What follows belongs to an exercise in optimizing a design on an open flow for small area; a production flow would make more cautious choices. At most, simulation tests tie the RTL to the original design; equivalence was not proved. Only the layout flow was run in run 1; the RTL was not checked for function there. Power is estimated from default activity; no workload was simulated.

==> flow/design.v <==
package hw_sensor_pkg;
  localparam logic [31:0] LP_INV = 32'hAAAA_AAAA;
endpackage
module hs_inv   (input logic a,           output logic y); assign y = ~a;               endmodule
module hs_nor2  (input logic a, b,        output logic y); assign y = ~(a | b);         endmodule
module hs_nand2 (input logic a, b,        output logic y); assign y = ~(a & b);         endmodule
module hs_or2   (input logic a, b,        output logic y); assign y = a | b;            endmodule
module hs_and2  (input logic a, b,        output logic y); assign y = a & b;            endmodule
module hs_o21ai (input logic a1, a2, b1,  output logic y); assign y = ~((a1 | a2) & b1); endmodule
module hs_or3   (input logic a, b, c,     output logic y); assign y = a | b | c;        endmodule
module hs_nand4 (input logic a, b, c, d,  output logic y); assign y = ~(a & b & c & d); endmodule
module hs_nand3 (input logic a, b, c,     output logic y); assign y = ~(a & b & c);     endmodule
module hs_a222oi (input logic a1, a2, b1, b2, c1, c2, output logic y);
  assign y = ~((a1 & a2) | (b1 & b2) | (c1 & c2));
endmodule
module hs_rd_bit #(
  parameter bit P_INV = 1'b0
) (
  input  logic [31:0] d,
  input  logic [31:0] s,
  input  logic        c,
  input  logic        xn,
  output logic        y
);
  logic [10:0] n;
  logic [2:0]  q;
  logic        w_or;
  for (genvar k = 0; k < 10; k++) begin : g_l
    hs_a222oi u_l (.a1(s[3*k]), .a2(d[3*k]), .b1(s[3*k+1]), .b2(d[3*k+1]),
                   .c1(s[3*k+2]), .c2(d[3*k+2]), .y(n[k]));
  end
  hs_a222oi u_l10 (.a1(s[30]), .a2(d[30]), .b1(s[31]), .b2(d[31]), .c1(c), .c2(c), .y(n[10]));
  hs_nand4 u_q0 (.a(n[0]), .b(n[1]), .c(n[2]),  .d(n[3]), .y(q[0]));
  hs_nand4 u_q1 (.a(n[4]), .b(n[5]), .c(n[6]),  .d(n[7]), .y(q[1]));
  hs_nand3 u_q2 (.a(n[8]), .b(n[9]), .c(n[10]), .y(q[2]));
  hs_or3   u_or (.a(q[0]), .b(q[1]), .c(q[2]), .y(w_or));
  if (!P_INV) begin : g_true
    assign y = w_or;
  end else begin : g_inv
    hs_nand2 u_y (.a(w_or), .b(xn), .y(y));
  end
endmodule
module hs_cap_bit (
  input  logic [7:0] d,
  input  logic [7:0] s,
  input  logic       x,
  output logic       y
);
  logic [2:0] n;
  hs_a222oi u_l0 (.a1(s[0]), .a2(d[0]), .b1(s[1]), .b2(d[1]), .c1(s[2]), .c2(d[2]), .y(n[0]));
  hs_a222oi u_l1 (.a1(s[3]), .a2(d[3]), .b1(s[4]), .b2(d[4]), .c1(s[5]), .c2(d[5]), .y(n[1]));
  hs_a222oi u_l2 (.a1(s[6]), .a2(d[6]), .b1(s[7]), .b2(d[7]), .c1(x),    .c2(x),    .y(n[2]));
  hs_nand3  u_y  (.a(n[0]), .b(n[1]), .c(n[2]), .y(y));
endmodule
module hs_lt #(
  parameter logic [31:0] P_T = 32'h5555_5555
) (
  input  logic [31:0] u,
  input  logic [31:0] v,
  output logic        o
);
  logic [32:0] c;
  logic [31:0] x, y;
  for (genvar i = 0; i < 32; i++) begin : g_bit
    if (i == 0) begin : g_first
      if (P_T[0]) begin : g_t
        hs_or2  u_o (.a(u[0]), .b(v[0]), .y(c[1]));
      end else begin : g_n
        hs_and2 u_a (.a(u[0]), .b(v[0]), .y(c[1]));
      end
    end else begin : g_rest
      hs_nor2  u_x (.a(u[i]), .b(v[i]), .y(x[i]));
      hs_nand2 u_y (.a(u[i]), .b(v[i]), .y(y[i]));
      hs_o21ai u_c (.a1(x[i]), .a2(c[i]), .b1(y[i]), .y(c[i+1]));
    end
  end
  assign c[0] = 1'b0;
  assign x[0] = 1'b0;
  assign y[0] = 1'b0;
  assign o = c[32];
endmodule
module hw_sensor_chan (
  input  logic [31:0] i_snap,
  input  logic [31:0] i_hi_st,
  input  logic [31:0] i_lo_st,
  input  logic [31:0] i_min_st,
  input  logic [31:0] i_max_st,
  output logic [31:0] o_snap_n,    
  output logic        o_hi_lt,     
  output logic        o_lo_gt,     
  output logic        o_min_gt,    
  output logic        o_max_lt     
);
  localparam logic [31:0] LP_INV = hw_sensor_pkg::LP_INV;
  logic [31:0] w_sn, w_w;
  logic        w_lo, w_min;
  for (genvar i = 0; i < 32; i++) begin : g_inv
    hs_inv u_i (.a(i_snap[i]), .y(w_sn[i]));
    assign w_w[i]       = LP_INV[i] ? i_snap[i] : w_sn[i];
  end
  hs_lt #(.P_T(LP_INV))  u_lo  (.u(w_w),     .v(i_lo_st),  .o(w_lo));
  hs_lt #(.P_T(LP_INV))  u_min (.u(w_w),     .v(i_min_st), .o(w_min));
  hs_lt #(.P_T(~LP_INV)) u_hi  (.u(i_hi_st), .v(w_w),      .o(o_hi_lt));
  hs_lt #(.P_T(~LP_INV)) u_max (.u(i_max_st), .v(w_w),     .o(o_max_lt));
  assign o_snap_n = w_sn;
  assign o_lo_gt  = ~w_lo;
  assign o_min_gt = ~w_min;
endmodule
module hw_sensor_regbank
#(
  parameter int P_NO_CH            = 8,
  parameter int P_SIGNED           = 0,
  parameter int P_S_AXI_ADDR_WIDTH = 10,
  parameter int P_S_AXI_DATA_WIDTH = 32
) (
  input  logic                          clk,
  input  logic                          reset,
  input  logic                          sample_valid,
  input  logic [P_NO_CH-1:0][31:0]      sensor_info,
  input  logic [P_S_AXI_ADDR_WIDTH-1:0] s_apb_paddr,
  input  logic                          s_apb_pwrite,
  input  logic                          s_apb_psel,
  input  logic                          s_apb_penable,
  input  logic [P_S_AXI_DATA_WIDTH-1:0] s_apb_pwdata,
  output logic [P_S_AXI_DATA_WIDTH-1:0] s_apb_prdata,
  output logic                          s_apb_pready,
  output logic                          s_apb_pslverr,
  output logic                          irq
);
  localparam logic [31:0] LP_INV = hw_sensor_pkg::LP_INV;
  logic [2:0] w_idx;
  logic       w_val, w_hi, w_lo, w_min, w_max, w_blk;
  logic       w_alarm, w_irqen, w_ctrl, w_info;
  logic       w_err, w_wr, w_access;
  assign w_idx   = s_apb_paddr[4:2];
  assign w_val   = s_apb_paddr[9:5] == 5'b00000;
  assign w_hi    = s_apb_paddr[9:5] == 5'b01000;
  assign w_lo    = s_apb_paddr[9:5] == 5'b01100;
  assign w_min   = s_apb_paddr[9:5] == 5'b10100;
  assign w_max   = s_apb_paddr[9:5] == 5'b11000;
  assign w_blk   = s_apb_paddr[9:4] == 6'b100000;
  assign w_alarm = w_blk & (s_apb_paddr[3:2] == 2'd0);
  assign w_irqen = w_blk & (s_apb_paddr[3:2] == 2'd1);
  assign w_ctrl  = w_blk & (s_apb_paddr[3:2] == 2'd2);
  assign w_info  = w_blk & (s_apb_paddr[3:2] == 2'd3);
  assign w_err    = ~(w_val | w_hi | w_lo | w_min | w_max | w_blk) |
                    (s_apb_pwrite & (w_val | w_min | w_max | w_info));
  assign w_access = s_apb_psel & s_apb_penable;
  assign w_wr     = w_access & s_apb_pwrite & ~w_err;
  logic               r_pend;       
  logic               r_snap_vld;   
  logic               r_mm_vld;     
  logic [P_NO_CH-1:0] r_hi_vld, r_lo_vld;
  logic [P_NO_CH-1:0] r_alarm, r_irq_en;
  logic               r_freeze, r_irq;
  logic [31:0]        r_rd_cap;     
  logic               w_sample, w_clr_minmax;
  logic [P_NO_CH-1:0] w_hi_we, w_lo_we, w_alarm_set, w_min_take, w_max_take;
  logic [31:0]        w_wdata_st;
  assign w_sample     = sample_valid & ~r_freeze;
  assign w_clr_minmax = w_wr & w_ctrl & s_apb_pwdata[1];
  assign w_wdata_st   = s_apb_pwdata ^ LP_INV;
  logic [31:0] r_snap [P_NO_CH];
  logic [31:0] r_thi  [P_NO_CH];
  logic [31:0] r_tlo  [P_NO_CH];
  logic [31:0] r_mn   [P_NO_CH];
  logic [31:0] r_mx   [P_NO_CH];
  logic [31:0] w_snap_n  [P_NO_CH];
  logic [31:0] w_snap_st [P_NO_CH];
  for (genvar gi = 0; gi < P_NO_CH; gi++) begin : g_chan
    logic w_hi_lt, w_lo_gt, w_min_gt, w_max_lt;
    hw_sensor_chan u_chan (
      .i_snap    (r_snap[gi]),
      .i_hi_st   (r_thi[gi]),
      .i_lo_st   (r_tlo[gi]),
      .i_min_st  (r_mn[gi]),
      .i_max_st  (r_mx[gi]),
      .o_snap_n  (w_snap_n[gi]),
      .o_hi_lt   (w_hi_lt),
      .o_lo_gt   (w_lo_gt),
      .o_min_gt  (w_min_gt),
      .o_max_lt  (w_max_lt)
    );
    for (genvar b = 0; b < 32; b++) begin : g_st
      assign w_snap_st[gi][b] = LP_INV[b] ? w_snap_n[gi][b] : r_snap[gi][b];
    end
    assign w_hi_we[gi]     = w_wr & w_hi & (w_idx == 3'(gi));
    assign w_lo_we[gi]     = w_wr & w_lo & (w_idx == 3'(gi));
    assign w_min_take[gi]  = r_pend & (~r_mm_vld | w_min_gt);
    assign w_max_take[gi]  = r_pend & (~r_mm_vld | w_max_lt);
    assign w_alarm_set[gi] = r_pend & ((r_hi_vld[gi] & w_hi_lt) | (r_lo_vld[gi] & w_lo_gt));
    always_ff @(posedge clk) begin
      if (w_sample)        r_snap[gi] <= sensor_info[gi];
      if (w_hi_we[gi])     r_thi[gi]  <= w_wdata_st;
      if (w_lo_we[gi])     r_tlo[gi]  <= w_wdata_st;
      if (w_min_take[gi])  r_mn[gi]   <= w_snap_st[gi];
      if (w_max_take[gi])  r_mx[gi]   <= w_snap_st[gi];
    end
  end
  always_ff @(posedge clk) begin
    if (reset) begin
      r_pend     <= 1'b0;
      r_snap_vld <= 1'b0;
      r_mm_vld   <= 1'b0;
      r_hi_vld   <= '0;
      r_lo_vld   <= '0;
      r_alarm    <= '0;
      r_irq_en   <= '0;
      r_freeze   <= 1'b0;
      r_irq      <= 1'b0;
    end else begin
      r_pend     <= w_sample;
      r_snap_vld <= r_snap_vld | w_sample;
      r_mm_vld   <= ~w_clr_minmax & (r_mm_vld | r_pend);
      r_hi_vld   <= r_hi_vld | w_hi_we;
      r_lo_vld   <= r_lo_vld | w_lo_we;
      r_alarm    <= (r_alarm & ~((w_wr & w_alarm) ? s_apb_pwdata[P_NO_CH-1:0] : '0)) | w_alarm_set;
      if (w_wr & w_irqen) r_irq_en <= s_apb_pwdata[P_NO_CH-1:0];
      if (w_wr & w_ctrl)  r_freeze <= s_apb_pwdata[0];
      r_irq      <= |(r_alarm & r_irq_en);
    end
  end
  logic [P_NO_CH-1:0] w_sel_val;
  logic [31:0]        w_rd_cap;
  for (genvar gi = 0; gi < P_NO_CH; gi++) begin : g_sel_val
    assign w_sel_val[gi] = w_val & r_snap_vld & (w_idx == 3'(gi));
  end
  for (genvar b = 0; b < 32; b++) begin : g_cap
    logic [P_NO_CH-1:0] w_d;
    logic               w_x;
    for (genvar gi = 0; gi < P_NO_CH; gi++) begin : g_d
      assign w_d[gi] = r_snap[gi][b];
    end
    if (b < P_NO_CH) begin : g_al
      assign w_x = w_alarm & r_alarm[b];
    end else begin : g_no
      assign w_x = 1'b0;
    end
    hs_cap_bit u_cap (.d(w_d), .s(w_sel_val), .x(w_x), .y(w_rd_cap[b]));
  end
  always_ff @(posedge clk) r_rd_cap <= w_rd_cap;
  logic [31:0] w_sel, w_rd_now, w_extra;
  logic        w_ones, w_nosel;
  for (genvar gi = 0; gi < P_NO_CH; gi++) begin : g_sel
    assign w_sel[gi]      = w_hi  & r_hi_vld[gi] & (w_idx == 3'(gi));
    assign w_sel[8 + gi]  = w_lo  & r_lo_vld[gi] & (w_idx == 3'(gi));
    assign w_sel[16 + gi] = w_min & r_mm_vld     & (w_idx == 3'(gi));
    assign w_sel[24 + gi] = w_max & r_mm_vld     & (w_idx == 3'(gi));
  end
  assign w_nosel = ~|w_sel;
  assign w_ones  = (w_hi & ~r_hi_vld[w_idx]) | (w_min & ~r_mm_vld);
  always_comb begin
    w_extra = r_rd_cap | {32{w_ones}};
    if (w_irqen) w_extra = w_extra | 32'(r_irq_en);
    if (w_ctrl)  w_extra = w_extra | 32'(r_freeze);
    if (w_info)  w_extra = w_extra | 32'(P_NO_CH);
  end
  for (genvar b = 0; b < 32; b++) begin : g_rd
    logic [31:0] w_d;
    for (genvar gi = 0; gi < P_NO_CH; gi++) begin : g_d
      assign w_d[gi]      = r_thi[gi][b];
      assign w_d[8 + gi]  = r_tlo[gi][b];
      assign w_d[16 + gi] = r_mn[gi][b];
      assign w_d[24 + gi] = r_mx[gi][b];
    end
    if (LP_INV[b]) begin : g_inv
      hs_rd_bit #(.P_INV(1'b1)) u_rd (
        .d(w_d), .s(w_sel), .c(w_nosel), .xn(~w_extra[b]), .y(w_rd_now[b])
      );
    end else begin : g_true
      hs_rd_bit #(.P_INV(1'b0)) u_rd (
        .d(w_d), .s(w_sel), .c(w_extra[b]), .xn(1'b1), .y(w_rd_now[b])
      );
    end
  end
  assign s_apb_prdata  = w_rd_now;
  assign s_apb_pready  = w_access;
  assign s_apb_pslverr = w_err;
  assign irq           = r_irq;
endmodule
==> flow/run.sh <==
#!/bin/bash
# synth_recipe.tcl (not shown) runs the flow's synth.tcl, then flattens the netlist and writes it again
# the make line also repeats each setting of config.mk as NAME=value (left out here)
make -C /OpenROAD-flow-scripts/flow DESIGN_CONFIG=/design/flow/config.mk WORK_HOME=/design/flow/orfs CLKGATE_MAP_FILE= SYNTH_SCRIPT=/design/flow/synth_recipe.tcl finish
==> flow/config.mk <==
export PLATFORM = sky130hd
export DESIGN_NAME = hw_sensor_regbank
export DESIGN_NICKNAME = hw_sensor_regbank
export VERILOG_FILES = /design/flow/design.v
export SDC_FILE = /design/flow/constraint.sdc
export NUM_CORES = 4
export LEC_CHECK = 0
export CAP_MARGIN = 20
export CORE_MARGIN = 2
export CORE_UTILIZATION = 40
export SLEW_MARGIN = 20
export SYNTH_HIERARCHICAL = 1
export SYNTH_MINIMUM_KEEP_SIZE = 0
==> flow/constraint.sdc <==
create_clock -name core_clock -period 6.0 [get_ports {clk}]
set_input_delay 1.2000 -clock core_clock [delete_from_list [all_inputs] [get_ports {clk}]]
set_output_delay 1.2000 -clock core_clock [all_outputs]
set_load 0.01 [all_outputs]
==> impl_metrics.json, run 1 <==
{
  "p_per_area_nw_per_um2": 290.0,
  "gp_congestion": 0.9563,
  "path_common_cell": "o21ai_2",
  "grt_max_degree": 93,
  "rows": 143,
  "h-tree-depth": 4,
  "rsz0062_at_grt": "yes",
  "die_h_um": 393.9,
  "finClkSkew_ns": 0.06551,
  "run_status": "finished with violations",
  "syn_area_um2": 60800,
  "grt_overflow": 0,
  "drt_pass1_iterations": 13,
  "whs_path_depth": 2,
  "crit_family": "compound AO/OA/AOI/OAI gates",
  "holdWs_ns": 0.4824,
  "fill_cells": 13100,
  "core_um2": 151400,
  "critPathLaunchType": "flip-flop",
  "cts_tree": "yes",
  "grt_usage_pct": 32.67,
  "die_area_um2": 155100,
  "grt_pass1_wl_mm": 359.4,
  "nNetsFinal": 6905,
  "period_minus_slack_ns": 6.052,
  "leakage_nw": 29.31,
  "numCtsBuffers": 151,
  "min_path_type": "reg -> reg",
  "antenna_found_initial": 6,
  "finish.utilization_pct": 52.89,
  "r2r-start": "r_snap[4][1]$_DFFE_PP_",
  "hold_viol": 0,
  "ff2ff_setup_slack_ns": -0.05,
  "cts.sinks": 1349,
  "wl_mm": 266.0,
  "vias_per_cell": 6.187,
  "area.growth.synth_to_final_pct": 31.68,
  "drt-wirelength-per-cell_um": 30.35,
  "timing.critical_path.buf_inv": 2,
  "grt_pass1_vias": 49470,
  "initial_core_util_pct": 40.16,
  "maxCapViolCount": 0,
  "route.vias.total": 54210,
  "fmax_mhz": 165.2,
  "clock_path_buffers": 3,
  "cts_hold_buf": 0,
  "drc_errors": 0,
  "clkTransAtPathRegs_ns": 0.06,
  "finalCritPeriodShare_pct": 100.9,
  "drt_iter0_drc": 10840,
  "drive_above_1_share_pct": 20.29,
  "worst_pin_slew_ns": 1.216,
  "slew_headroom_pct": 18.73,
  "hpwl_mm": 185.6,
  "hold_end": "r_irq_en[0]$_SDFFE_PP0P_",
  "portBuffers": 336,
  "crit_fanout": 7,
  "finalSetupViolCount": 3,
  "syn_avg_cell_area_um2": 10.86,
  "vdd_ir_drop_max_mv": 0.3166,
  "cts-root-buf": "clkbuf_16",
  "cp.required_ns": 6.66,
  "die_x_um": 393.9,
  "syn_inst": 5600,
  "rr_worst_depth": 37,
  "endpoint_kind": "flip-flop",
  "arrival_ns": 6.71,
  "maxSlewViolCount": 0,
  "r2r-end": "r_alarm[4]$_SDFF_PP0_",
  "crit_slowest_cell": "edfxtp_1",
  "ant_nets": 0,
  "io_pins": 339,
  "yosys_warnings": 20,
  "worstSetupPathType": "reg -> reg",
  "slowest_delay_ns": 0.39,
  "hp-start": "r_irq_en[0]$_SDFFE_PP0P_",
  "failed_checks": "setup timing",
  "setup_slack_ns": -0.05187,
  "clk_latency_ns": 0.83
}
per-stage QoR:
stage                     std cells  power (mW)  instance area, um2  TNS, ns  setup slack [ns]
after detailed placement       8379       13.45               70960  -149.33           -0.4408
after global placement         8377       13.42               70910  -163.39           -0.4787
after global routing           8761       23.83               80050   -18.15           -0.1834
after floorplan                5647       12.20               60980        0            0.3614
after CTS                      8733       22.95               78050        0         0.0001656
final                          8762       23.22               80050  -0.1316          -0.05187
worst min-delay path, stage by stage, from the launching register on:
cell and delay [ns]:
dfxtp_1 0.32, nand2_1 0.06, a21oi_1 0.05
where the power goes:
part	internal, mW	switching, mW
Sequential	10.7	0.524
Combinational	1.04	1.54
Clock	5.32	4.04
Total	17.1	6.10
per-layer routing:
| layer | wire length, um | share of wire [%] | global-route usage, % |
|---|---|---|---|
| met1 | 98460 | 37 | 45.15 |
| met3 | 39220 | 15 | 7.891 |
| met4 | 16520 | 6.2 | 16.62 |
| met2 | 111700 | 42 | 47.88 |
| met5 | 55 | 0.021 | 0 |
sequential cells by signal (all words and copies together) (netlist names), 32 cells and up:
signal,flops
r_mn,256
r_mx,256
r_snap,256
r_thi,256
r_tlo,256
r_rd_cap,32
layout make-up:
class	instances	area, um2	area share, %
inverter	304	1141	1.425
timing repair buffer	824	8974	11.21
antenna	1	2.502	0.003126
multi-input combinational	3971	22590	28.22
tap	2030	2540	3.173
clock inverter	85	904.6	1.130
sequential	1349	39820	49.74
clock buffer	198	4085	5.103
worst max path at each step:
stage / from / endpoint / slack, ns / cells after the start
floorplan: r_snap[1][0]$_DFFE_PP_ / r_mx[1][0]$_DFFE_PP_ / 0.36 / 35
global placement: r_snap[4][0]$_DFFE_PP_ / r_mx[4][15]$_DFFE_PP_ / -0.48 / 37
detailed placement: r_snap[3][0]$_DFFE_PP_ / r_mx[3][23]$_DFFE_PP_ / -0.44 / 36
CTS: r_snap[4][1]$_DFFE_PP_ / r_alarm[4]$_SDFF_PP0_ / 0.0002 / 36
global route: r_snap[2][1]$_DFFE_PP_ / r_mn[2][14]$_DFFE_PP_ / -0.18 / 40
finish: r_snap[4][1]$_DFFE_PP_ / r_alarm[4]$_SDFF_PP0_ / -0.05 / 37
what timing repair did:
| item | CTS | global route |
|---|---|---|
| gates resized for setup | 208 | 442 |
| setup buffers | 47 | 22 |
| pin swaps | 271 | 633 |
| gates cloned | 25 | 15 |
| setup endpoints to repair | 525 | 544 |
placed cells by master (no fill, tap or decap), types with 34 or more instances in the layout:
| cell type | n |
|---|---|
| a222oi_1 | 448 |
| clkdlybuf4s50_1 | 334 |
| nand2_1 | 1033 |
| nor2_4 | 45 |
| conb_1 | 48 |
| o21ai_1 | 452 |
| nand3_1 | 79 |
| clkbuf_1 | 34 |
| o21ai_2 | 534 |
| nand4_1 | 66 |
| or3_1 | 34 |
| edfxtp_1 | 1280 |
| buf_4 | 344 |
| buf_12 | 75 |
| dfxtp_1 | 68 |
| inv_1 | 290 |
| nor2_1 | 1028 |
| clkbuf_16 | 166 |
==> run 2: changes to the inputs <==
--- a/flow/design.v
+++ b/flow/design.v
@@ -1,4 +1,15 @@
 package hw_sensor_pkg;
-  localparam logic [31:0] LP_INV = 32'hAAAA_AAAA;
+  localparam int LP_NPAIR = 10;
+  function automatic logic [31:0] inv_mask(input int npair);
+    logic [31:0] m;
+    int          ns;
+    ns = 32 - 2 * npair;
+    for (int i = 0; i < 32; i++) begin
+      if (i < ns) m[i] = (i % 2) == 1;
+      else        m[i] = ((ns + (i - ns) / 2) % 2) == 0;
+    end
+    inv_mask = m;
+  endfunction
+  localparam logic [31:0] LP_INV = inv_mask(LP_NPAIR);
 endpackage
 module hs_inv   (input logic a,           output logic y); assign y = ~a;               endmodule
@@ -54,5 +65,6 @@
 endmodule
 module hs_lt #(
-  parameter logic [31:0] P_T = 32'h5555_5555
+  parameter bit P_T0    = 1'b0,
+  parameter int P_NPAIR = 4
 ) (
   input  logic [31:0] u,
@@ -60,23 +72,30 @@
   output logic        o
 );
-  logic [32:0] c;
+  localparam int LP_NS = 32 - 2 * P_NPAIR;   
   logic [31:0] x, y;
-  for (genvar i = 0; i < 32; i++) begin : g_bit
-    if (i == 0) begin : g_first
-      if (P_T[0]) begin : g_t
-        hs_or2  u_o (.a(u[0]), .b(v[0]), .y(c[1]));
-      end else begin : g_n
-        hs_and2 u_a (.a(u[0]), .b(v[0]), .y(c[1]));
-      end
-    end else begin : g_rest
-      hs_nor2  u_x (.a(u[i]), .b(v[i]), .y(x[i]));
-      hs_nand2 u_y (.a(u[i]), .b(v[i]), .y(y[i]));
-      hs_o21ai u_c (.a1(x[i]), .a2(c[i]), .b1(y[i]), .y(c[i+1]));
-    end
-  end
-  assign c[0] = 1'b0;
+  logic [LP_NS + P_NPAIR:0] c;   
+  for (genvar i = 1; i < 32; i++) begin : g_xy
+    hs_nor2  u_x (.a(u[i]), .b(v[i]), .y(x[i]));
+    hs_nand2 u_y (.a(u[i]), .b(v[i]), .y(y[i]));
+  end
   assign x[0] = 1'b0;
   assign y[0] = 1'b0;
-  assign o = c[32];
+  if (P_T0) begin : g_t0
+    hs_or2  u_b0 (.a(u[0]), .b(v[0]), .y(c[1]));
+  end else begin : g_n0
+    hs_and2 u_b0 (.a(u[0]), .b(v[0]), .y(c[1]));
+  end
+  assign c[0] = 1'b0;
+  for (genvar i = 1; i < LP_NS; i++) begin : g_single
+    hs_o21ai u_c (.a1(x[i]), .a2(c[i]), .b1(y[i]), .y(c[i+1]));
+  end
+  for (genvar k = 0; k < P_NPAIR; k++) begin : g_pair
+    localparam int L = LP_NS + 2 * k;
+    logic w_x, w_y;
+    hs_o21ai u_px (.a1(x[L+1]), .a2(y[L]), .b1(y[L+1]), .y(w_x));
+    hs_o21ai u_py (.a1(x[L+1]), .a2(x[L]), .b1(y[L+1]), .y(w_y));
+    hs_o21ai u_c  (.a1(w_x), .a2(c[LP_NS+k]), .b1(w_y), .y(c[LP_NS+k+1]));
+  end
+  assign o = c[LP_NS + P_NPAIR];
 endmodule
 module hw_sensor_chan (
@@ -99,8 +118,8 @@
     assign w_w[i]       = LP_INV[i] ? i_snap[i] : w_sn[i];
   end
-  hs_lt #(.P_T(LP_INV))  u_lo  (.u(w_w),     .v(i_lo_st),  .o(w_lo));
-  hs_lt #(.P_T(LP_INV))  u_min (.u(w_w),     .v(i_min_st), .o(w_min));
-  hs_lt #(.P_T(~LP_INV)) u_hi  (.u(i_hi_st), .v(w_w),      .o(o_hi_lt));
-  hs_lt #(.P_T(~LP_INV)) u_max (.u(i_max_st), .v(w_w),     .o(o_max_lt));
+  hs_lt #(.P_T0(1'b0), .P_NPAIR(hw_sensor_pkg::LP_NPAIR)) u_lo  (.u(w_w),     .v(i_lo_st),  .o(w_lo));
+  hs_lt #(.P_T0(1'b0), .P_NPAIR(hw_sensor_pkg::LP_NPAIR)) u_min (.u(w_w),     .v(i_min_st), .o(w_min));
+  hs_lt #(.P_T0(1'b1), .P_NPAIR(hw_sensor_pkg::LP_NPAIR)) u_hi  (.u(i_hi_st), .v(w_w),      .o(o_hi_lt));
+  hs_lt #(.P_T0(1'b1), .P_NPAIR(hw_sensor_pkg::LP_NPAIR)) u_max (.u(i_max_st), .v(w_w),     .o(o_max_lt));
   assign o_snap_n = w_sn;
   assign o_lo_gt  = ~w_lo;
==> flow/flow/run.sh (new file) <==
#!/bin/bash
# The standard layout (standard.sh, unchanged synthesis), with two
# placement/CTS arguments changed:
#  - input and output ports are buffered with buf_1 cells
#  - CTS uses clkbuf_8 and inserts no dummy loads
# make's full output goes to make.log here; ORFS keeps each step's log under
# orfs/logs as usual.
set -euo pipefail
bash standard.sh \
  "BUFFER_PORTS_ARGS=-buffer_cell sky130_fd_sc_hd__buf_1" \
  "CTS_ARGS=-sink_clustering_enable -repair_clock_nets -dont_use_dummy_load -buf_list sky130_fd_sc_hd__clkbuf_8" \
  finish > make.log 2>&1
==> flow/standard.sh (new file) <==
#!/bin/bash
# synth_recipe.tcl (not shown) runs the flow's synth.tcl, then flattens the netlist and writes it again
# the make line also repeats each setting of config.mk as NAME=value (left out here)
make -C /OpenROAD-flow-scripts/flow DESIGN_CONFIG=/design/flow/config.mk WORK_HOME=/design/flow/orfs CLKGATE_MAP_FILE= SYNTH_SCRIPT=/design/flow/synth_recipe.tcl "${@:-finish}"
--- a/flow/config.mk
+++ b/flow/config.mk
@@ -6,8 +6,9 @@
 export NUM_CORES = 4
 export LEC_CHECK = 0
-export CAP_MARGIN = 20
+export CAP_MARGIN = 0
 export CORE_MARGIN = 2
-export CORE_UTILIZATION = 40
-export SLEW_MARGIN = 20
+export CORE_UTILIZATION = 60
+export PLACE_DENSITY = 0.7
+export SLEW_MARGIN = 0
 export SYNTH_HIERARCHICAL = 1
 export SYNTH_MINIMUM_KEEP_SIZE = 0
removed: flow/run.sh
==> impl_metrics.json, run 2 <==
{
  "run_status": "finished with violations",
  "failed_checks": "setup timing",
  "design_area_um2": 70260,
  "path_common_cell": "buf_1",
  "io_pins": 339,
  "nNetsFinal": 6927,
  "fmax_mhz": 166.2,
  "swShare_pct": 26.48,
  "place_area_um2": 67240,
  "cts_tree": "yes",
  "ff2ff_setup_slack_ns": 0.02,
  "arrival_ns": 4.82,
  "stdcell_count": 8007,
  "die_x_um": 326.5,
  "grt_usage_pct": 44.32,
  "worst_pin_slew_ns": 1.370,
  "initial_core_util_pct": 60.38,
  "route.met3.wl_mm": 44.95,
  "gp_congestion": 1.006,
  "crit_fanout": 32,
  "cp.required_ns": 4.80,
  "p_int_mw": 14.51,
  "finClkSkew_ns": 0.07439,
  "ant_nets": 0,
  "portBuffers": 336,
  "syn_inst": 5920,
  "r2r-end": "r_mn[6][11]$_DFFE_PP_",
  "die_h_um": 326.5,
  "drt-wirelength-per-cell_um": 30.16,
  "min_path_type": "in -> reg",
  "h-tree-depth": 4,
  "rows": 118,
  "worstSetupPathType": "in -> out",
  "route.vias.total": 55750,
  "clkTransAtPathRegs_ns": 0.06,
  "hold_viol": 0,
  "finalSetupViolCount": 1,
  "power.total_mw": 19.74,
  "rr_worst_depth": 27,
  "finalCritPeriodShare_pct": 100.3,
  "syn_area_um2": 62400,
  "switchingPower_mw": 5.228,
  "grt_max_degree": 150,
  "grt_pass1_vias": 50720,
  "wirelength_met1_mm": 81.21,
  "numCtsBuffers": 218,
  "endpoint_kind": "output port",
  "clock_path_buffers": 3,
  "antenna_found_initial": 5,
  "maxCapViolCount": 0,
  "drc_errors": 0,
  "p_per_area_nw_per_um2": 281.0,
  "drive_above_1_share_pct": 6.479,
  "wl_mm": 241.5,
  "vias_per_cell": 6.963,
  "yosys_warnings": 20,
  "core_um2": 103300,
  "vdd_ir_drop_max_mv": 0.2266,
  "setup_tns_ns": -0.01681,
  "pre_cts_ws_ns": 0.2672,
  "leakage_nw": 24.96,
  "fill_cells": 7851,
  "setup_slack_ns": -0.01681,
  "hold_end": "r_snap[6][8]$_DFFE_PP_",
  "area.growth.synth_to_final_pct": 12.60,
  "wl_met2_mm": 99.27,
  "period_minus_slack_ns": 6.017,
  "maxSlewViolCount": 0,
  "crit_slowest_cell": "and4_2",
  "power_frac_seq_pct": 57.2,
  "drt_pass1_iterations": 12,
  "r2r-start": "r_snap[6][0]$_DFFE_PP_",
  "dpl.cell_count": 7783,
  "slew_headroom_pct": 8.651,
  "slowest_delay_ns": 1.19,
  "hpwl_mm": 173.9,
  "crit_chain": "buf_1 -> buf_4 -> mux2i_1 -> nor3b_1 -> a211o_1 -> o21ai_0 -> and4_2 -> a222oi_1 -> nand3_1 -> or3_1 -> nand2_1 -> buf_1",
  "syn_avg_cell_area_um2": 10.54,
  "most-common-layout-cells": "o21ai_1, edfxtp_1, nor2_1, nand2_1, a222oi_1",
  "final_common_cell": "o21ai_1",
  "hp-start": "sensor_info[200]",
  "top_layer": "met5",
  "cts.sinks": 1349,
  "critPathLaunchType": "input pin",
  "grt_pass1_wl_mm": 336.1,
  "die_area_um2": 106600,
  "rsz0062_at_grt": "no",
  "power_frac_clock_pct": 32.9,
  "grt_overflow": 0,
  "cts-root-buf": "clkbuf_8",
  "drt_iter0_drc": 12950,
  "whs_path_depth": 1,
  "post_cts_buffers": 0,
  "clk_latency_ns": 0.93,
  "cts_hold_buf": 0,
  "cp-startpoint": "s_apb_paddr[2]",
  "p_comb_share_pct": 9.9
}
-- run 2: worst max-delay path by stage --
stage,endpoint,slack [ns],cells past startpoint
finish,s_apb_prdata[3],-0.02,12
global route,s_apb_prdata[13],0.005,12
CTS,s_apb_prdata[12],0.27,12
detailed placement,s_apb_prdata[12],0.27,12
global placement,s_apb_prdata[5],0.33,9
floorplan,r_mx[1][0]$_DFFE_PP_,0.46,25
-- run 2: power by group through the flow --
stage / clock [mW] / combinational, mW / sequential [mW]
5_1_grt: 6.88 / 2.07 / 11.3
6_report: 6.50 / 1.95 / 11.3
3_3_place_gp: 0 / 1.78 / 11.4
2_1_floorplan: 0 / 1.08 / 11.2
4_1_cts: 6.51 / 1.86 / 11.3
3_5_place_dp: 0 / 1.85 / 11.4
-- run 2: cell type report --
class	count	area (um2)	share of cell area (%)
diodes	6	15.01	0.02137
multi-input cells	4291	22040	31.36
flip-flops and latches	1349	39820	56.67
repair buffers	459	2522	3.590
inverters	304	1141	1.624
well taps	1380	1727	2.457
clock buffers	218	3000	4.270
-- run 2: per-stage QoR --
| stage | utilization, % | hold slack [ns] |
|---|---|---|
| floorplan | - | 0.4399 |
| global placement | 65.06 | 0.4542 |
| detailed placement | 65.06 | 0.4717 |
| CTS | 67.96 | 0.3779 |
| global route | 67.98 | 0.3962 |
| finish | 67.98 | 0.4346 |
-- run 2: metal layers --
layer / track usage [%] / vias up
met3: 14.48 / 879
met1: 60.16 / 26020
met5: 0 / -
met2: 63.13 / 5129
met4: 24.91 / 2
li1: - / 23730
-- run 2: worst max-delay path, delay by kind of cell --
kind | cells | cell delay, ns
AOI/OAI and AO/OA | 3 | 0.78
buffers and inverters | 3 | 0.93
muxes | 1 | 0.23
and+or+nand+nor | 5 | 1.68
-- run 2: repair_timing --
action,4_1_cts,5_1_grt
hold endpoints to repair,0,0
gates resized for setup,0,2
endpoints found under the setup margin,0,32
==> run 3: changes to the inputs <==
==> flow/flow/run.sh (replaced) <==
#!/bin/bash
# The standard layout (standard.sh, unchanged synthesis), with two
# placement/CTS arguments changed:
#  - input and output ports are buffered with buf_1 cells
#  - CTS uses clkbuf_4 in clusters of up to 10 sinks within 40 um, and
#    inserts no dummy loads
# make's full output goes to make.log here; ORFS keeps each step's log under
# orfs/logs as usual.
set -euo pipefail
bash standard.sh \
  "BUFFER_PORTS_ARGS=-buffer_cell sky130_fd_sc_hd__buf_1" \
  "CTS_ARGS=-sink_clustering_enable -repair_clock_nets -dont_use_dummy_load -buf_list sky130_fd_sc_hd__clkbuf_4 -sink_clustering_size 10 -sink_clustering_max_diameter 40" \
  finish > make.log 2>&1
==> impl_metrics.json, run 3 <==
{
  "grt_max_degree": 150,
  "fill_cells": 8083,
  "grt_overflow": 0,
  "initial_core_util_pct": 60.38,
  "vdd_ir_drop_max_mv": 0.2079,
  "whs_path_depth": 1,
  "final_common_cell": "o21ai_1",
  "syn_area_um2": 62400,
  "io_pins": 339,
  "crit_family": "compound AO/OA/AOI/OAI gates",
  "rsz0062_at_grt": "no",
  "drt_iter0_drc": 12410,
  "drt-wirelength-per-cell_um": 30.10,
  "busiest_layer": "met2",
  "use_met1_pct": 59.67,
  "most-common-layout-cells": "o21ai_1, edfxtp_1, nor2_1, nand2_1, a222oi_1",
  "power_frac_clock_pct": 25.0,
  "post_cts_buffers": 0,
  "clkTransAtPathRegs_ns": 0.10,
  "worstSetupPathType": "reg -> reg",
  "grt_pass1_wl_mm": 334.7,
  "cp.required_ns": 6.82,
  "h-tree-depth": 4,
  "hold_end": "r_snap[7][23]$_DFFE_PP_",
  "cts.sinks": 1349,
  "grt_pass1_vias": 50380,
  "power_frac_seq_pct": 63.9,
  "fmax_mhz": 166.1,
  "r2r-start": "r_snap[6][0]$_DFFE_PP_",
  "yosys_warnings": 20,
  "setup_tns_ns": -0.04304,
  "finish.utilization_pct": 66.45,
  "maxSlewViolCount": 0,
  "antenna_found_initial": 5,
  "syn_avg_cell_area_um2": 10.54,
  "ant_nets": 0,
  "finalSetupViolCount": 4,
  "endpoint_kind": "flip-flop",
  "slew_headroom_pct": 10.44,
  "vias_per_cell": 6.938,
  "leakage_nw": 24.26,
  "slowest_delay_ns": 0.50,
  "p_per_area_nw_per_um2": 256.6,
  "min_path_type": "in -> reg",
  "p_comb_share_pct": 11.0,
  "failed_checks": "setup timing",
  "grt_usage_pct": 44.09,
  "clock_path_buffers": 3,
  "swShare_pct": 27.74,
  "area.growth.synth_to_final_pct": 10.06,
  "gp_congestion": 1.006,
  "power.total_mw": 17.62,
  "die_x_um": 326.5,
  "core_um2": 103300,
  "arrival_ns": 6.84,
  "switchingPower_mw": 4.887,
  "die_h_um": 326.5,
  "met3_usage_pct": 14.78,
  "setup_slack_ns": -0.01894,
  "run_status": "finished with violations",
  "hold_viol": 0,
  "nNetsFinal": 6895,
  "drc_errors": 0,
  "numCtsBuffers": 186,
  "route.vias.total": 55360,
  "ff2ff_setup_slack_ns": -0.02,
  "portBuffers": 336,
  "hp-start": "sensor_info[247]",
  "hpwl_mm": 173.9,
  "period_minus_slack_ns": 6.019,
  "maxCapViolCount": 0,
  "timing.critical_path.buf_inv": 4,
  "grt_use_met2_pct": 62.99,
  "drive_above_1_share_pct": 6.040,
  "crit_fanout": 14,
  "wl_mm": 240.1,
  "syn_inst": 5920,
  "cts-root-buf": "clkbuf_4",
  "r2r-end": "r_mn[6][10]$_DFFE_PP_",
  "rows": 118,
  "path_common_cell": "o21ai_1",
  "drt_pass1_iterations": 14,
  "worst_pin_slew_ns": 1.343,
  "clk_latency_ns": 1.20,
  "cts_tree": "yes",
  "p_int_mw": 12.73,
  "critPathLaunchType": "flip-flop",
  "rr_worst_depth": 27,
  "finalCritPeriodShare_pct": 100.3,
  "crit_slowest_cell": "edfxtp_1",
  "finClkSkew_ns": 0.1083,
  "die_area_um2": 106600
}
==> run 3: cell type report <==
class | count | area, um2 | area share [%]
clock buffer | 186 | 1396 | 2.033
multi-input combinational | 4291 | 22040 | 32.10
timing repair buffer | 459 | 2522 | 3.673
inverter | 304 | 1141 | 1.662
tap | 1380 | 1727 | 2.514
antenna | 10 | 25.02 | 0.03644
sequential | 1349 | 39820 | 57.98
==> run 3: timing repair <==
item                       4_1_cts  5_1_grt
resized for setup                0        4
hold buffers                     0        0
setup endpoints to repair        0       45
==> run 3: layer usage <==
layer | vias up | share of wire, %
li1 | 23730 | -
met1 | 25880 | 34
met2 | 4899 | 41
met3 | 846 | 18
met4 | 4 | 6.7
met5 | - | 0.013
==> run 3: worst reg2reg max path, cell delays in order, from the launching register on <==
cell and delay [ns]:
edfxtp_1 0.50, inv_1 0.16, and2_1 0.14, o21ai_1 0.09, o21ai_1 0.18, o21ai_1 0.12
o21ai_1 0.18, o21ai_1 0.09, o21ai_1 0.23, o21ai_1 0.13, o21ai_1 0.25, o21ai_1 0.18
o21ai_1 0.21, o21ai_1 0.20, o21ai_1 0.29, o21ai_1 0.17, o21ai_1 0.33, o21ai_1 0.20
o21ai_1 0.20, o21ai_1 0.23, o21ai_1 0.39, o21ai_1 0.15, o21ai_1 0.25, o21ai_1 0.10
inv_1 0.06, inv_1 0.06, a21boi_4 0.19, buf_4 0.40
==> run 3: power by group through the flow <==
stage                     logic [mW]  clock network (mW)  registers (mW)
after CTS                       1.86                4.43            11.2
final                           1.94                4.41            11.3
after global routing            2.08                4.77            11.3
after floorplan                 1.08                   0            11.2
after global placement          1.78                   0            11.4
after detailed placement        1.85                   0            11.4
==> run 3: worst max path at each step <==
stage / start / end / depth (start not counted)
finish: r_snap[6][0]$_DFFE_PP_ / r_mn[6][10]$_DFFE_PP_ / 27
detailed placement: s_apb_paddr[2] / s_apb_prdata[12] / 12
floorplan: r_snap[1][0]$_DFFE_PP_ / r_mx[1][0]$_DFFE_PP_ / 25
global route: r_snap[6][0]$_DFFE_PP_ / r_mx[6][18]$_DFFE_PP_ / 26
global placement: s_apb_paddr[2] / s_apb_prdata[5] / 9
CTS: s_apb_paddr[2] / s_apb_prdata[12] / 12
==> run 3: metrics by stage <==
stage          cell area [um2]  setup slack (ns)  cells  hold WS [ns]
2_1_floorplan            62580            0.4621   5967        0.4399
3_3_place_gp             67240            0.3256   7783        0.4542
3_5_place_dp             67240            0.2672   7783        0.4717
4_1_cts                  68630            0.2701   7969       0.09237
5_1_grt                  68660           0.04391   7976        0.1149
6_report                 68670          -0.01894   7979        0.1665
==> run 4: changes to the inputs <==
--- a/flow/design.v
+++ b/flow/design.v
@@ -1,4 +1,4 @@
 package hw_sensor_pkg;
-  localparam int LP_NPAIR = 10;
+  localparam int LP_NPAIR = 14;
   function automatic logic [31:0] inv_mask(input int npair);
     logic [31:0] m;
@@ -52,5 +52,7 @@
   end
 endmodule
-module hs_cap_bit (
+module hs_cap_bit #(
+  parameter bit P_X = 1'b1
+) (
   input  logic [7:0] d,
   input  logic [7:0] s,
@@ -58,9 +60,17 @@
   output logic       y
 );
-  logic [2:0] n;
+  logic [1:0] n;
   hs_a222oi u_l0 (.a1(s[0]), .a2(d[0]), .b1(s[1]), .b2(d[1]), .c1(s[2]), .c2(d[2]), .y(n[0]));
   hs_a222oi u_l1 (.a1(s[3]), .a2(d[3]), .b1(s[4]), .b2(d[4]), .c1(s[5]), .c2(d[5]), .y(n[1]));
-  hs_a222oi u_l2 (.a1(s[6]), .a2(d[6]), .b1(s[7]), .b2(d[7]), .c1(x),    .c2(x),    .y(n[2]));
-  hs_nand3  u_y  (.a(n[0]), .b(n[1]), .c(n[2]), .y(y));
+  if (P_X) begin : g_x
+    logic w_n2;
+    hs_a222oi u_l2 (.a1(s[6]), .a2(d[6]), .b1(s[7]), .b2(d[7]), .c1(x), .c2(x), .y(w_n2));
+    hs_nand3  u_y  (.a(n[0]), .b(n[1]), .c(w_n2), .y(y));
+  end else begin : g_nox
+    logic w_n6, w_n7;
+    hs_nand2 u_l6 (.a(s[6]), .b(d[6]), .y(w_n6));
+    hs_nand2 u_l7 (.a(s[7]), .b(d[7]), .y(w_n7));
+    hs_nand4 u_y  (.a(n[0]), .b(n[1]), .c(w_n6), .d(w_n7), .y(y));
+  end
 endmodule
 module hs_lt #(
@@ -107,22 +117,19 @@
   output logic [31:0] o_snap_n,    
   output logic        o_hi_lt,     
-  output logic        o_lo_gt,     
-  output logic        o_min_gt,    
+  output logic        o_lo_le,     
+  output logic        o_min_le,    
   output logic        o_max_lt     
 );
   localparam logic [31:0] LP_INV = hw_sensor_pkg::LP_INV;
   logic [31:0] w_sn, w_w;
-  logic        w_lo, w_min;
   for (genvar i = 0; i < 32; i++) begin : g_inv
     hs_inv u_i (.a(i_snap[i]), .y(w_sn[i]));
     assign w_w[i]       = LP_INV[i] ? i_snap[i] : w_sn[i];
   end
-  hs_lt #(.P_T0(1'b0), .P_NPAIR(hw_sensor_pkg::LP_NPAIR)) u_lo  (.u(w_w),     .v(i_lo_st),  .o(w_lo));
-  hs_lt #(.P_T0(1'b0), .P_NPAIR(hw_sensor_pkg::LP_NPAIR)) u_min (.u(w_w),     .v(i_min_st), .o(w_min));
+  hs_lt #(.P_T0(1'b0), .P_NPAIR(hw_sensor_pkg::LP_NPAIR)) u_lo  (.u(w_w),     .v(i_lo_st),  .o(o_lo_le));
+  hs_lt #(.P_T0(1'b0), .P_NPAIR(hw_sensor_pkg::LP_NPAIR)) u_min (.u(w_w),     .v(i_min_st), .o(o_min_le));
   hs_lt #(.P_T0(1'b1), .P_NPAIR(hw_sensor_pkg::LP_NPAIR)) u_hi  (.u(i_hi_st), .v(w_w),      .o(o_hi_lt));
   hs_lt #(.P_T0(1'b1), .P_NPAIR(hw_sensor_pkg::LP_NPAIR)) u_max (.u(i_max_st), .v(w_w),     .o(o_max_lt));
   assign o_snap_n = w_sn;
-  assign o_lo_gt  = ~w_lo;
-  assign o_min_gt = ~w_min;
 endmodule
 module hw_sensor_regbank
@@ -188,5 +195,5 @@
   logic [31:0] w_snap_st [P_NO_CH];
   for (genvar gi = 0; gi < P_NO_CH; gi++) begin : g_chan
-    logic w_hi_lt, w_lo_gt, w_min_gt, w_max_lt;
+    logic w_hi_lt, w_lo_le, w_min_le, w_max_lt;
     hw_sensor_chan u_chan (
       .i_snap    (r_snap[gi]),
@@ -197,6 +204,6 @@
       .o_snap_n  (w_snap_n[gi]),
       .o_hi_lt   (w_hi_lt),
-      .o_lo_gt   (w_lo_gt),
-      .o_min_gt  (w_min_gt),
+      .o_lo_le   (w_lo_le),
+      .o_min_le  (w_min_le),
       .o_max_lt  (w_max_lt)
     );
@@ -206,7 +213,7 @@
     assign w_hi_we[gi]     = w_wr & w_hi & (w_idx == 3'(gi));
     assign w_lo_we[gi]     = w_wr & w_lo & (w_idx == 3'(gi));
-    assign w_min_take[gi]  = r_pend & (~r_mm_vld | w_min_gt);
+    assign w_min_take[gi]  = r_pend & ~(r_mm_vld & w_min_le);
     assign w_max_take[gi]  = r_pend & (~r_mm_vld | w_max_lt);
-    assign w_alarm_set[gi] = r_pend & ((r_hi_vld[gi] & w_hi_lt) | (r_lo_vld[gi] & w_lo_gt));
+    assign w_alarm_set[gi] = r_pend & ((r_hi_vld[gi] & w_hi_lt) | (r_lo_vld[gi] & ~w_lo_le));
     always_ff @(posedge clk) begin
       if (w_sample)        r_snap[gi] <= sensor_info[gi];
@@ -247,14 +254,16 @@
   for (genvar b = 0; b < 32; b++) begin : g_cap
     logic [P_NO_CH-1:0] w_d;
-    logic               w_x;
     for (genvar gi = 0; gi < P_NO_CH; gi++) begin : g_d
       assign w_d[gi] = r_snap[gi][b];
     end
     if (b < P_NO_CH) begin : g_al
-      assign w_x = w_alarm & r_alarm[b];
+      hs_cap_bit #(.P_X(1'b1)) u_cap (
+        .d(w_d), .s(w_sel_val), .x(w_alarm & r_alarm[b]), .y(w_rd_cap[b])
+      );
     end else begin : g_no
-      assign w_x = 1'b0;
+      hs_cap_bit #(.P_X(1'b0)) u_cap (
+        .d(w_d), .s(w_sel_val), .x(w_alarm), .y(w_rd_cap[b])
+      );
     end
-    hs_cap_bit u_cap (.d(w_d), .s(w_sel_val), .x(w_x), .y(w_rd_cap[b]));
   end
   always_ff @(posedge clk) r_rd_cap <= w_rd_cap;
@@ -289,5 +298,5 @@
     end else begin : g_true
       hs_rd_bit #(.P_INV(1'b0)) u_rd (
-        .d(w_d), .s(w_sel), .c(w_extra[b]), .xn(1'b1), .y(w_rd_now[b])
+        .d(w_d), .s(w_sel), .c(w_extra[b]), .xn(w_extra[b]), .y(w_rd_now[b])
       );
     end
==> flow/flow/run.sh (replaced) <==
#!/bin/bash
# The standard layout (standard.sh, unchanged synthesis), with two
# placement/CTS arguments changed:
#  - input and output ports are buffered with buf_1 cells
#  - CTS uses clkbuf_4 in clusters of up to 8 sinks within 40 um, and
#    inserts no dummy loads
# make's full output goes to make.log here; ORFS keeps each step's log under
# orfs/logs as usual.
set -euo pipefail
bash standard.sh \
  "BUFFER_PORTS_ARGS=-buffer_cell sky130_fd_sc_hd__buf_1" \
  "CTS_ARGS=-sink_clustering_enable -repair_clock_nets -dont_use_dummy_load -buf_list sky130_fd_sc_hd__clkbuf_4 -sink_clustering_size 8 -sink_clustering_max_diameter 40" \
  finish > make.log 2>&1
--- a/flow/config.mk
+++ b/flow/config.mk
@@ -8,6 +8,7 @@
 export CAP_MARGIN = 0
 export CORE_MARGIN = 2
-export CORE_UTILIZATION = 60
-export PLACE_DENSITY = 0.7
+export CORE_UTILIZATION = 55
+export PLACE_DENSITY = 0.65
+export SETUP_SLACK_MARGIN = 0.1
 export SLEW_MARGIN = 0
 export SYNTH_HIERARCHICAL = 1
==> impl_metrics.json, run 4 <==
{
  "run_status": "finished with violations",
  "failed_checks": "setup timing",
  "crit_fanout": 16,
  "pre_cts_ws_ns": 0.2563,
  "yosys_warnings": 20,
  "syn_inst": 6069,
  "nNetsFinal": 7052,
  "most-common-layout-cells": "o21ai_1, edfxtp_1, nand2_1, nor2_1, a222oi_1",
  "maxCapViolCount": 0,
  "route.vias.total": 56580,
  "cts_hold_buf": 0,
  "finalCritPeriodShare_pct": 100.6,
  "maxSlewViolCount": 0,
  "synth_edf_count": 1280,
  "syn_avg_cell_area_um2": 10.37,
  "cp-startpoint": "r_snap[4][0]$_DFFE_PP_",
  "async_reset_ff_share_pct": 0,
  "p_int_mw": 12.89,
  "grt_max_degree": 99,
  "synth.most_common_cell": "o21ai_1",
  "place_area_um2": 67990,
  "min_path_type": "in -> reg",
  "crit_slowest_cell": "edfxtp_1",
  "die_area_um2": 117200,
  "hold_end": "r_snap[7][6]$_DFFE_PP_",
  "drc_errors": 0,
  "p_per_area_nw_per_um2": 258.2,
  "ant_nets": 0,
  "slowest_delay_ns": 0.44,
  "grt_usage_pct": 42.06,
  "yosys-top-cells-count": "o21ai_1, edfxtp_1, nand2_1",
  "area.growth.synth_to_final_pct": 10.55,
  "power.total_mw": 17.97,
  "finalSetupViolCount": 4,
  "ys_seq_elements": 1349,
  "power_frac_clock_pct": 26.3,
  "drt_iter0_drc": 11800,
  "syn_area_um2": 62960,
  "whs_path_depth": 1,
  "synth_top_cell_by_area": "edfxtp_1",
  "route.met3.wl_mm": 42.04,
  "drive_above_1_share_pct": 6.671,
  "grt_pass1_wl_mm": 346.8,
  "r2r-end": "r_mn[4][16]$_DFFE_PP_",
  "slew_headroom_pct": 4.798,
  "cts.sinks": 1349,
  "hold_viol": 0,
  "critPathLaunchType": "flip-flop",
  "post_cts_buffers": 0,
  "path_common_cell": "o21ai_1",
  "core_um2": 113900,
  "stdcell_count": 8270,
  "ys_seq_area_share_pct": 63.24,
  "h-tree-depth": 4,
  "arrival_ns": 6.89,
  "period_minus_slack_ns": 6.039,
  "final_common_cell": "o21ai_1",
  "hp-start": "sensor_info[230]",
  "hpwl_mm": 182.4,
  "leakage_nw": 24.41,
  "rr_worst_depth": 21,
  "grt_overflow": 0,
  "vias_per_cell": 6.842,
  "fmax_mhz": 165.6,
  "wl_mm": 252.2,
  "synthTopCellsByArea": "edfxtp_1, o21ai_1, a222oi_1",
  "clkTransAtPathRegs_ns": 0.08,
  "numCtsBuffers": 210,
  "endpoint_kind": "flip-flop",
  "drt_pass1_iterations": 11,
  "finClkSkew_ns": 0.09534,
  "die_h_um": 342.3,
  "dpl.cell_count": 8048,
  "multiInputGateArea_um2": 22460,
  "worst_pin_slew_ns": 1.425,
  "drt-wirelength-per-cell_um": 30.50,
  "synth.top_cell.area_share_pct": 61.05,
  "wl_met2_mm": 104.8,
  "clk_latency_ns": 1.30,
  "vdd_ir_drop_max_mv": 0.2058,
  "worstSetupPathType": "reg -> reg",
  "die_x_um": 342.3,
  "holdWs_ns": 0.06842,
  "portBuffers": 336,
  "grt_pass1_vias": 51150,
  "setup_slack_ns": -0.03854,
  "p_comb_share_pct": 11.0,
  "initial_core_util_pct": 55.29,
  "netlist-cell-type-count": 48,
  "top_layer": "met5",
  "gp_congestion": 0.9591,
  "swShare_pct": 28.26,
  "fill_cells": 9430,
  "ff2ff_setup_slack_ns": -0.04,
  "crit_chain": "inv_1 -> and2_1 -> o21ai_1 -> o21ai_1 -> o21ai_1 -> o21ai_1 -> o21ai_1 -> o21ai_1 -> o21ai_1 -> o21ai_1 -> o21ai_1 -> o21ai_1 -> o21ai_1 -> o21ai_1 -> o21ai_1 -> o21ai_1 -> o21ai_1 -> o21ai_1 -> o21ai_1 -> a21boi_4 -> buf_4",
  "post_cts_resized": 0,
  "power_frac_seq_pct": 62.7,
  "regArea_um2": 39820,
  "cp.required_ns": 6.85,
  "rsz0062_at_grt": "no",
  "wirelength_met1_mm": 88.87,
  "clock_path_buffers": 3,
  "switchingPower_mw": 5.078,
  "cts_tree": "yes",
  "io_pins": 339,
  "cts-root-buf": "clkbuf_4",
  "antenna_found_initial": 7,
  "synth_ff_type": "edfxtp_1",
  "r2r-start": "r_snap[4][0]$_DFFE_PP_",
  "design_area_um2": 69600,
  "rows": 124
}
==> run 4: worst max-delay path by stage <==
stage / endpoint / slack [ns]
after global routing: s_apb_prdata[7] / 0.11
after detailed placement: s_apb_prdata[9] / 0.26
final: r_mn[4][16]$_DFFE_PP_ / -0.04
after CTS: s_apb_prdata[9] / 0.25
after floorplan: r_snap[0][0]$_DFFE_PP_ / 0.52
after global placement: s_apb_prdata[7] / 0.32
==> run 4: power by group through the flow <==
stage               Sequential, mW  Combinational, mW  Clock (mW)
floorplan                     11.2               1.08           0
global placement              11.4               1.82           0
detailed placement            11.5               1.89           0
CTS                           11.2               1.90        4.75
global route                  11.3               2.10        5.09
finish                        11.3               1.97        4.73
==> run 4: cell type report <==
class                   count  area share (%)
inverters                 294           1.586
repair buffers            492           3.912
diodes                     12         0.04314
well taps                1512           2.718
multi-input cells        4401           32.27
clock buffers             210           2.265
flip-flops and latches   1349           57.21
==> run 4: kinds of logic after synthesis <==
kind of cell    after synthesis  share of synthesized area [%]
simple gates               2435                          15.58
mux                           7                         0.1312
buf+inv                     319                          1.947
compound gates             1959                          19.10
flops                      1349                          63.24
==> run 4: metrics by stage <==
step	util (%)	TNS, ns
2_1_floorplan	-	0
3_3_place_gp	59.70	0
3_5_place_dp	59.70	0
4_1_cts	61.09	0
5_1_grt	61.11	0
6_report	61.12	-0.09391
==> run 4: critical path: cells and delay by family, from the launching register on <==
kind,cells,cell delay [ns]
AO/OA/AOI/OAI,18,4.41
buffers and inverters,2,0.57
flip-flops,1,0.44
AND/OR/NAND/NOR,1,0.16
==> run 4: Yosys stat by module (local to each module, per instance), excerpt <==
module | cells inside | area (um2)
hs_or2 | 1 | 6.256
hs_nand2 | 1 | 3.754
hs_a222oi | 1 | 10.01
hs_nand4 | 1 | 6.256
hs_o21ai | 1 | 5.005
hs_or3 | 1 | 6.256
hs_inv | 1 | 3.754
hw_sensor_regbank | 1709 | 41710
hs_nor2 | 1 | 3.754
hs_nand3 | 1 | 5.005
hs_and2 | 1 | 6.256
==> run 4: metal layers <==
layer  global-route usage (%)  vias to the layer above
met2                    60.69                     4714
met5                        0                        -
li1                         -                    24370
met1                    57.97                    26680
met3                    11.17                      823
met4                    23.32                        4
==> run 5: changes to the inputs <==
--- a/flow/config.mk
+++ b/flow/config.mk
@@ -8,6 +8,6 @@
 export CAP_MARGIN = 0
 export CORE_MARGIN = 2
-export CORE_UTILIZATION = 55
-export PLACE_DENSITY = 0.65
+export CORE_UTILIZATION = 48
+export PLACE_DENSITY = 0.6
 export SETUP_SLACK_MARGIN = 0.1
 export SLEW_MARGIN = 0
==> impl_metrics.json, run 5 <==
{
  "area.growth.synth_to_final_pct": 12.30,
  "failed_checks": "setup timing",
  "synth.most_common_cell": "o21ai_1",
  "synth_top_cell_by_area": "edfxtp_1",
  "finalCritPeriodShare_pct": 101.3,
  "syn_area_um2": 62960,
  "stdcell_count": 8577,
  "clock_path_buffers": 3,
  "p_per_area_nw_per_um2": 255.9,
  "grt_max_degree": 99,
  "ys_seq_elements": 1349,
  "cts.sinks": 1349,
  "yosys_warnings": 20,
  "regArea_um2": 39820,
  "hp-start": "sensor_info[216]",
  "syn_inst": 6069,
  "worst_pin_slew_ns": 1.218,
  "cts-root-buf": "clkbuf_4",
  "hpwl_mm": 187.7,
  "slew_headroom_pct": 18.59,
  "async_reset_ff_share_pct": 0,
  "final_common_cell": "o21ai_1",
  "wl_mm": 257.8,
  "rows": 132,
  "drt-wirelength-per-cell_um": 30.05,
  "worstSetupPathType": "reg -> reg",
  "multiInputGateArea_um2": 22460,
  "clkTransAtPathRegs_ns": 0.09,
  "die_area_um2": 134100,
  "min_path_type": "in -> reg",
  "hold_end": "r_snap[6][24]$_DFFE_PP_",
  "yosys-top-cells-count": "o21ai_1, edfxtp_1, nand2_1",
  "period_minus_slack_ns": 6.078,
  "antenna_found_initial": 5,
  "route.vias.total": 56850,
  "netlist-cell-type-count": 48,
  "run_status": "finished with violations",
  "endpoint_kind": "flip-flop",
  "syn_avg_cell_area_um2": 10.37,
  "rsz0062_at_grt": "no",
  "vdd_ir_drop_max_mv": 0.1976,
  "whs_path_depth": 1,
  "drt_iter0_drc": 11220,
  "ff2ff_setup_slack_ns": -0.08,
  "crit_fanout": 18,
  "die_h_um": 366.2,
  "numCtsBuffers": 219,
  "r2r-end": "r_mn[4][20]$_DFFE_PP_",
  "ant_nets": 0,
  "synthTopCellsByArea": "edfxtp_1, o21ai_1, a222oi_1",
  "power.total_mw": 18.10,
  "dpl.cell_count": 8278,
  "gp_congestion": 0.9449,
  "nNetsFinal": 7137,
  "initial_core_util_pct": 48.50,
  "drc_errors": 0,
  "leakage_nw": 24.78,
  "hold_viol": 0,
  "core_um2": 129800,
  "vias_per_cell": 6.628,
  "drt_pass1_iterations": 13,
  "clk_latency_ns": 1.29,
  "finalSetupViolCount": 9,
  "drive_above_1_share_pct": 6.719,
  "ys_seq_area_share_pct": 63.24,
  "r2r-start": "r_snap[4][0]$_DFFE_PP_",
  "most-common-layout-cells": "o21ai_1, edfxtp_1, nand2_1, nor2_1, a222oi_1",
  "maxCapViolCount": 0,
  "pre_cts_ws_ns": 0.2684,
  "cts_tree": "yes",
  "h-tree-depth": 4,
  "synth.top_cell.area_share_pct": 61.05,
  "arrival_ns": 6.88,
  "grt_overflow": 0,
  "cp.required_ns": 6.80,
  "grt_usage_pct": 37.20,
  "setup_slack_ns": -0.07793,
  "die_x_um": 366.2,
  "critPathLaunchType": "flip-flop",
  "synth_edf_count": 1280,
  "rr_worst_depth": 21,
  "synth_ff_type": "edfxtp_1",
  "finClkSkew_ns": 0.1414,
  "fmax_mhz": 164.5,
  "io_pins": 339,
  "fill_cells": 11450,
  "portBuffers": 336,
  "grt_pass1_vias": 51040,
  "maxSlewViolCount": 0,
  "grt_pass1_wl_mm": 354.5
}
## run 5: changes by cell type in the layout (fill, tap and decap cells not counted)
cell / before / now
o21ai_2: 0 / 1
dlygate4sd3_1: 0 / 75
buf_1: 334 / 335
nor3_2: 1 / 0
buf_12: 23 / 24
clkbuf_2: 2 / 1
clkbuf_4: 210 / 219
o21ai_1: 1440 / 1439
nor3_1: 7 / 8
diode_2: 12 / 4
## run 5: kinds of logic (layout without fill, tap and decap cells)
kind of cell           after synthesis  count (layout)  synth area share [%]
and+or+nand+nor                   2435            2435                 15.58
DFF                               1349            1349                 63.24
buffers and inverters              319            1081                 1.947
muxes                                7               7                0.1312
AOI/OAI and AO/OA                 1959            1959                 19.10
other                                0               4                     0
## run 5: worst max path at each step
stage                            from  slack [ns]  cells past startpoint                      to
2_1_floorplan            sample_valid        0.52                      1  r_snap[0][0]$_DFFE_PP_
3_3_place_gp           s_apb_paddr[3]        0.28                     10        s_apb_prdata[11]
3_5_place_dp           s_apb_paddr[3]        0.27                     10        s_apb_prdata[11]
4_1_cts        r_snap[3][0]$_DFFE_PP_        0.17                     22   r_mx[3][21]$_DFFE_PP_
5_1_grt                s_apb_paddr[3]        0.12                     11        s_apb_prdata[21]
6_report       r_snap[4][0]$_DFFE_PP_       -0.08                     21   r_mn[4][20]$_DFFE_PP_
## run 5: final cells by class
type                       instances  area share (%)
sequential                      1349           56.32
multi-input combinational       4401           31.76
timing repair buffer             568           4.939
tap                             1742           3.083
clock buffer                     219           2.325
inverter                         294           1.561
antenna                            4         0.01416
## run 5: critical path, cell delays in order, from the launching register on
cell and delay [ns]:
edfxtp_1 0.50, inv_1 0.17, and2_1 0.17, o21ai_1 0.10, o21ai_1 0.25, o21ai_1 0.13, o21ai_1 0.31, o21ai_1 0.20
o21ai_1 0.31, o21ai_1 0.19, o21ai_1 0.40, o21ai_1 0.18, o21ai_1 0.37, o21ai_1 0.20, o21ai_1 0.29, o21ai_1 0.19
o21ai_1 0.34, o21ai_1 0.22, o21ai_1 0.21, o21ai_1 0.21, a21boi_4 0.21, buf_4 0.40
## run 5: timing repair
action,4_1_cts,5_1_grt
setup endpoints to repair,0,31
hold buffers,75,0
resized for setup,0,1
buffers inserted,0,1
hold endpoints to repair,75,0
## run 5: layer usage
| metal | up-vias | global-route usage (%) | routed length [um] |
|---|---|---|---|
| li1 | 24560 | - | - |
| met1 | 27220 | 51.76 | 94060 |
| met2 | 4362 | 54.69 | 109600 |
| met3 | 708 | 8.454 | 39490 |
| met4 | 0 | 19.02 | 14590 |
| met5 | - | 0 | 0 |
## run 5: report_power, final
group	total [mW]	leakage, nW	internal (mW)	switching [mW]
registers	11.3	12.4	10.7	0.534
logic	2.03	11.3	0.613	1.41
clock network	4.81	1.01	1.65	3.16
total	18.1	24.8	13.0	5.10
## run 5: modules after synthesis (local to each module, per instance), a selection
module	cells inside	cell area (um2)	flops+latches
hw_sensor_regbank	1709	41710	1349
hs_a222oi	1	10.01	0
hs_or3	1	6.256	0
hs_nand4	1	6.256	0
hs_or2	1	6.256	0
hs_o21ai	1	5.005	0
hs_nor2	1	3.754	0
hs_inv	1	3.754	0
hs_nand2	1	3.754	0
## run 5: through the flow
step                      hold slack [ns]  utilization [%]  setup TNS, ns  area, um2
after floorplan                    0.4402                -              0      62980
after global placement             0.4516            52.60              0      68280
after detailed placement           0.4611            52.60              0      68280
after CTS                        0.001154            54.44              0      70670
after global routing              0.03857            54.47              0      70700
final                             0.09837            54.47        -0.2044      70710

[afterwards: timing with drivers on the ports]
Ports are ideal in the flow. The routed layouts listed here were re-timed in OpenROAD.
Step 1 sets driving cells, clkbuf_16 on the clock port and buf_2 on the other inputs (assumed; they add their load-dependent delay and slew).
Step 2 adds t to the input delays and takes it off the output delays; t is the mean of the earliest and latest rising clock arrival at the registers after step 1. Input paths then give back, and output paths get back, about the clock's delay inside the block.
Slacks: no drivers / after step 1 / after step 2; pairs: no drivers / after step 1.
run | t, ns | setup slack, ns | worst hold slack (ns)
run 1 | 0.883 | -0.052 / -0.067 / -0.067 | 0.482 / 0.482 / 0.482
run 2 | 0.971 | -0.017 / -0.042 / -0.042 | 0.435 / 0.382 / 0.480
run 3 | 1.214 | -0.019 / -0.019 / -0.019 | 0.166 / 0.114 / 0.489
run 4 | 1.332 | -0.039 / -0.039 / -0.039 | 0.068 / 0.014 / 0.497
run 5 | 1.296 | -0.078 / -0.078 / -0.078 | 0.098 / 0.041 / 0.487
For run 2, which loses most, drivers alone change the setup slack by -0.025 ns; drivers and shift together by -0.025 ns.
